Source: an optimization exercise on an open RTL-to-GDS flow (aim: small area). Production flows keep margins and buffers that such runs may drop.
At most, simulation tests tie the RTL to the original design; equivalence was not proved.
Power figures rest on the tool's default switching activity, not on a simulated workload. No driver is modelled on the clock port, so clocking that relies on it looks cheaper here than on a real chip.

Setup of before:
==> flow/design.v <==
package dmem_pkg;
    localparam int DMEM_DEPTH = 32;
    localparam int DMEM_IDX_W = 5;
endpackage
module dmem_array
#(
    parameter int DATA_W = 32,
    parameter int DEPTH  = dmem_pkg::DMEM_DEPTH,
    parameter int IDX_W  = dmem_pkg::DMEM_IDX_W
) (
    input  logic              clk,
    input  logic              i_clr,
    input  logic              i_cap,
    input  logic              i_store,
    input  logic [IDX_W-1:0]  i_addr,
    input  logic [DATA_W-1:0] i_wdata,
    input  logic              i_show,
    output logic [DATA_W-1:0] o_rdata,
    output logic              o_zero
);
    localparam int NPAIR = DEPTH / 2;
    logic [1:0]                   r_cnt;
    logic                         r_post;
    logic [3:0]                   r_plo;
    logic [NPAIR/4-1:0]           r_phi;
    logic                         r_lsb;
    logic [DATA_W-1:0]            r_wdata;
    logic                         r_wpend;
    logic [NPAIR-1:0][DATA_W-1:0] r_row_a;
    logic [NPAIR-1:0][DATA_W-1:0] r_row_b;
    logic [NPAIR-1:0][DATA_W-1:0] w_next_a;
    logic                         w_inb;
    logic                         w_fire;
    logic                         w_x;
    logic [NPAIR-1:0]             w_psel;
    logic [NPAIR-1:0]             w_pair_a;
    logic [NPAIR-1:0]             w_pair_b;
    logic [NPAIR-1:0]             w_sel_a_n;
    logic [NPAIR-1:0]             w_sel_b_n;
    logic [DATA_W-1:0]            w_col_d;
    logic [DATA_W-1:0]            w_col_z;
    logic                         w_show0_n;
    logic                         w_show1_n;
    always_ff @(posedge clk) begin
        if (i_clr) begin
            r_cnt <= 2'd0;
        end else begin
            r_cnt <= r_cnt + 2'd1;
        end
        r_post <= i_clr;
    end
    always_ff @(posedge clk) begin
        if (i_cap) begin
            for (int k = 0; k < 4; k++)
                r_plo[k] <= (i_addr[2:1] == 2'(k));
            for (int k = 0; k < NPAIR / 4; k++)
                r_phi[k] <= (i_addr[IDX_W-1:3] == (IDX_W-3)'(k));
            r_lsb   <= i_addr[0];
            r_wdata <= i_wdata;
        end
    end
    assign w_inb  = r_cnt[0] ^ r_lsb;
    assign w_fire = r_wpend & w_inb & ~i_clr;
    always_ff @(posedge clk) begin
        if (i_clr) begin
            r_wpend <= 1'b0;
        end else if (i_store) begin
            r_wpend <= 1'b1;
        end else if (w_fire) begin
            r_wpend <= 1'b0;
        end
    end
    always_comb begin
        for (int p = 0; p < NPAIR; p++) begin
            w_psel[p]    = r_plo[p % 4] & r_phi[p / 4];
            w_pair_a[p]  = ~(w_fire & w_psel[p]);
            w_pair_b[p]  = ~w_pair_a[p] | i_clr | r_post;
            w_sel_a_n[p] = ~(w_psel[p] & ~w_inb);
            w_sel_b_n[p] = ~(w_psel[p] & w_inb);
        end
    end
    assign w_col_d = r_wdata ^ {DATA_W{r_cnt[1] ^ r_lsb}};
    for (genvar p = 0; p < NPAIR; p++) begin : g_pair
        for (genvar j = 0; j < DATA_W; j++) begin : g_bit
            dmem_cell_nx u_nx (
                .i_a (w_pair_a[p]),
                .i_b (w_pair_b[p]),
                .i_d (w_col_d[j]),
                .i_s (r_row_b[p][j]),
                .o_y (w_next_a[p][j])
            );
        end
    end
    always_ff @(posedge clk) begin
        r_row_a <= w_next_a;
        r_row_b <= r_row_a;
    end
    assign w_x = r_lsb ? ~(r_cnt[1] ^ r_cnt[0]) : r_cnt[1];
    assign w_show0_n = ~(i_show & ~w_x);
    assign w_show1_n = ~(i_show & w_x);
    for (genvar j = 0; j < DATA_W; j++) begin : g_col
        logic [NPAIR-1:0] w_col_a;
        logic [NPAIR-1:0] w_col_b;
        for (genvar p = 0; p < NPAIR; p++) begin : g_s
            assign w_col_a[p] = r_row_a[p][j];
            assign w_col_b[p] = r_row_b[p][j];
        end
        dmem_rd_col #(.NPAIR(NPAIR)) u_col (
            .i_sel_a_n (w_sel_a_n),
            .i_a       (w_col_a),
            .i_sel_b_n (w_sel_b_n),
            .i_b       (w_col_b),
            .i_show0_n (w_show0_n),
            .i_show1_n (w_show1_n),
            .o_z       (w_col_z[j]),
            .o_q       (o_rdata[j])
        );
    end
    assign o_zero = w_x ? ~(|w_col_z) : (&w_col_z);
endmodule
module dmem_cell_nx (
    input  logic i_a,
    input  logic i_b,
    input  logic i_d,
    input  logic i_s,
    output logic o_y
);
    assign o_y = ~((i_a | i_d) & (i_b | i_s));
endmodule
module dmem_rd_col
#(
    parameter int NPAIR = dmem_pkg::DMEM_DEPTH / 2
) (
    input  logic [NPAIR-1:0] i_sel_a_n,
    input  logic [NPAIR-1:0] i_a,
    input  logic [NPAIR-1:0] i_sel_b_n,
    input  logic [NPAIR-1:0] i_b,
    input  logic             i_show0_n,
    input  logic             i_show1_n,
    output logic             o_z,
    output logic             o_q
);
    logic [NPAIR-1:0] w_pz;
    for (genvar k = 0; k < NPAIR; k++) begin : g_pair
        dmem_rd_pair u_pair (
            .i_sel_n0 (i_sel_a_n[k]),
            .i_s0     (i_a[k]),
            .i_sel_n1 (i_sel_b_n[k]),
            .i_s1     (i_b[k]),
            .o_z      (w_pz[k])
        );
    end
    assign o_z = |w_pz;
    dmem_rd_out u_out (
        .i_z       (o_z),
        .i_show0_n (i_show0_n),
        .i_show1_n (i_show1_n),
        .o_q       (o_q)
    );
endmodule
module dmem_rd_pair (
    input  logic i_sel_n0,
    input  logic i_s0,
    input  logic i_sel_n1,
    input  logic i_s1,
    output logic o_z
);
    assign o_z = ~((i_sel_n0 | i_s0) & (i_sel_n1 | i_s1));
endmodule
module dmem_rd_out (
    input  logic i_z,
    input  logic i_show0_n,
    input  logic i_show1_n,
    output logic o_q
);
    assign o_q = ~(i_z ? i_show1_n : i_show0_n);
endmodule
module data_mem_responder
#(
    parameter int DATA_W = 32,
    parameter int ADDR_W = 10,
    parameter int DEPTH  = dmem_pkg::DMEM_DEPTH
) (
    input  logic              clk,
    input  logic              reset,
    input  logic              req_valid,
    output logic              req_ready,
    input  logic              req_write,
    input  logic [ADDR_W-1:0] req_addr,
    input  logic [DATA_W-1:0] req_wdata,
    output logic              resp_valid,
    input  logic              resp_ready,
    output logic [DATA_W-1:0] resp_rdata,
    output logic              resp_err,
    output logic              resp_zero
);
    localparam int IDX_W = dmem_pkg::DMEM_IDX_W;
    logic r_wait;
    logic r_resp;
    logic r_load;
    logic r_err;
    logic r_zero;
    logic w_idle;
    logic w_accept;
    logic w_in_range;
    logic w_mem_zero;
    assign w_idle     = ~r_wait & ~r_resp;
    assign w_accept   = req_valid & w_idle;
    assign w_in_range = (req_addr[ADDR_W-1:IDX_W] == '0);
    dmem_array #(
        .DATA_W (DATA_W),
        .DEPTH  (DEPTH),
        .IDX_W  (IDX_W)
    ) u_array (
        .clk     (clk),
        .i_clr   (reset),
        .i_cap   (w_idle),
        .i_store (w_accept & req_write & w_in_range),
        .i_addr  (req_addr[IDX_W-1:0]),
        .i_wdata (req_wdata),
        .i_show  (r_resp & r_load),
        .o_rdata (resp_rdata),
        .o_zero  (w_mem_zero)
    );
    always_ff @(posedge clk) begin
        if (reset) begin
            r_wait <= 1'b0;
            r_resp <= 1'b0;
        end else begin
            r_wait <= w_accept;
            r_resp <= r_wait | (r_resp & ~resp_ready);
        end
    end
    always_ff @(posedge clk) begin
        if (w_idle) begin
            r_load <= ~req_write & w_in_range;
            r_err  <= ~w_in_range;
        end
    end
    always_ff @(posedge clk) begin
        r_zero <= ~r_load | w_mem_zero;
    end
    assign req_ready  = w_idle;
    assign resp_valid = r_resp;
    assign resp_err   = r_resp & r_err;
    assign resp_zero  = r_resp & r_zero;
endmodule
==> flow/config.mk <==
export PLATFORM = sky130hd
export DESIGN_NAME = data_mem_responder
export DESIGN_NICKNAME = data_mem_responder
export VERILOG_FILES = /design/flow/design.v
export SDC_FILE = /design/flow/constraint.sdc
export NUM_CORES = 4
export LEC_CHECK = 0
export CAP_MARGIN = 20
export CORE_MARGIN = 2
export CORE_UTILIZATION = 40
export PLACE_DENSITY = 0.75
export SLEW_MARGIN = 20
export SYNTH_HIERARCHICAL = 1
==> flow/constraint.sdc <==
create_clock -name core_clock -period 6.0 [get_ports {clk}]
set_input_delay 1.2000 -clock core_clock [delete_from_list [all_inputs] [get_ports {clk}]]
set_output_delay 1.2000 -clock core_clock [all_outputs]
set_load 0.01 [all_outputs]
standard.sh (not shown) runs the stock make flow with config.mk's settings and CLKGATE_MAP_FILE= SYNTH_SCRIPT=/design/flow/synth_recipe.tcl, a recipe that flattens the netlist after the stock synthesis.
==> flow/flow/run.sh <==
#!/bin/bash
# Standard ORFS layout (the standard.sh, synthesis included) with these
# knobs changed:
#  - before floorplan, combinational cells are put back to drive 1
#    (flow/downsize.tcl); repair sizes up where needed;
#  - port buffers use the small sky130_fd_sc_hd__buf_1 (repair may upsize);
#  - CTS inserts no dummy loads, and clusters up to 30 sinks per
#    clkbuf_16 leaf buffer.
set -euo pipefail
export PRE_FLOORPLAN_TCL="$PWD/flow/downsize.tcl"
export BUFFER_PORTS_ARGS="-buffer_cell sky130_fd_sc_hd__buf_1"
export CTS_ARGS="-sink_clustering_enable -repair_clock_nets -dont_use_dummy_load -buf_list sky130_fd_sc_hd__clkbuf_16 -root_buf sky130_fd_sc_hd__clkbuf_16 -sink_clustering_size 30 -sink_clustering_max_diameter 120"
bash standard.sh > standard_flow.log 2>&1
==> flow/flow/downsize.tcl <==
# Before floorplan: put every combinational cell that synthesis sized up
# back to its drive-1 variant (same function); the later repair steps size
# up again only where slew, capacitance or timing need it.
set db [ord::get_db]
set block [ord::get_db_block]
set n 0
foreach inst [$block getInsts] {
  set name [[$inst getMaster] getName]
  if { ![regexp {^(sky130_fd_sc_hd__[a-z0-9]+)_([0-9]+)$} $name -> base drive] } {
    continue
  }
  if { $drive <= 1 } {
    continue
  }
  if { [regexp {df|dl|buf|inv|conb|tap|fill|decap} $base] } {
    continue
  }
  set m1 [$db findMaster ${base}_1]
  if { $m1 ne "NULL" && $m1 ne "" } {
    $inst swapMaster $m1
    incr n
  }
}
puts "downsize.tcl: $n instances set to drive 1"
Looking at the reports, before completed the entire flow and the layout it produced met the timing, DRC and antenna checks.
Input-level comparison between after and before:
--- a/flow/design.v
+++ b/flow/design.v
@@ -24,12 +24,12 @@
     logic [3:0]                   r_plo;
     logic [NPAIR/4-1:0]           r_phi;
     logic                         r_lsb;
+    logic                         r_inb;
     logic [DATA_W-1:0]            r_wdata;
     logic                         r_wpend;
     logic [NPAIR-1:0][DATA_W-1:0] r_row_a;
     logic [NPAIR-1:0][DATA_W-1:0] r_row_b;
     logic [NPAIR-1:0][DATA_W-1:0] w_next_a;
-    logic                         w_inb;
     logic                         w_fire;
     logic                         w_x;
     logic [NPAIR-1:0]             w_psel;
@@ -59,8 +59,10 @@
             r_wdata <= i_wdata;
         end
     end
-    assign w_inb  = r_cnt[0] ^ r_lsb;
-    assign w_fire = r_wpend & w_inb & ~i_clr;
+    always_ff @(posedge clk) begin
+        r_inb <= (~r_cnt[0] & ~i_clr) ^ (i_cap ? i_addr[0] : r_lsb);
+    end
+    assign w_fire = r_wpend & r_inb & ~i_clr;
     always_ff @(posedge clk) begin
         if (i_clr) begin
             r_wpend <= 1'b0;
@@ -75,8 +77,8 @@
             w_psel[p]    = r_plo[p % 4] & r_phi[p / 4];
             w_pair_a[p]  = ~(w_fire & w_psel[p]);
             w_pair_b[p]  = ~w_pair_a[p] | i_clr | r_post;
-            w_sel_a_n[p] = ~(w_psel[p] & ~w_inb);
-            w_sel_b_n[p] = ~(w_psel[p] & w_inb);
+            w_sel_a_n[p] = ~(w_psel[p] & ~r_inb);
+            w_sel_b_n[p] = ~(w_psel[p] & r_inb);
         end
     end
     assign w_col_d = r_wdata ^ {DATA_W{r_cnt[1] ^ r_lsb}};
### Flow results
- Via count grows slightly when moving from before to after.
- First-pass GRT wire length was higher in after than in before.
- [after vs before] slack of the worst reg-to-reg path: higher in after
- [after] global routing usage summed across all routing layers rose 0.69 points relative to before
- Comparing after with before, the sequential share of layout area came out essentially unchanged.
- after reached the end of the flow, and the finished layout is clean on the timing, DRC and antenna checks.
- Summary of after over before: utilization roughly the same; non-clock buffer count shows a reduction of 22; delay of the slowest cell on the worst path now sits higher.
- The total power of the final layout of after is higher than that of before.
- Delta (after minus before): detailed-router iteration count before antenna repair went down, combinational group share of total power went up, flip-flop and latch count did not really move.
For after, only the layout was checked, not whether the RTL still works.

## static timing again, ports no longer ideal
The flow's constraints put no driver on any port. The routed layouts listed below were extracted and timed again, unchanged, in two steps. Step 1 assumes that a clkbuf_16 drives the clock port and a buf_2 every other input. Step 2 moves the port delays by t, midway between the first and last clock arrival at a register: inputs arrive t later, outputs are due t later. That takes back most of the time a late clock gives input paths. a / b / c = ideal ports / drivers / drivers and shift; a / b = the first two.
| run | t, ns | slack for setup (ns) | clock arrival spread, ns | cell pins on the clock port's net |
|---|---|---|---|---|
| before | 0.663 | 0.115 / 0.055 / 0.718 | 0.056 / 0.056 | 1 |
| after | 0.674 | 0.213 / 0.154 / 0.828 | 0.042 / 0.042 | 1 |
After both steps setup and hold are still met in every run listed.
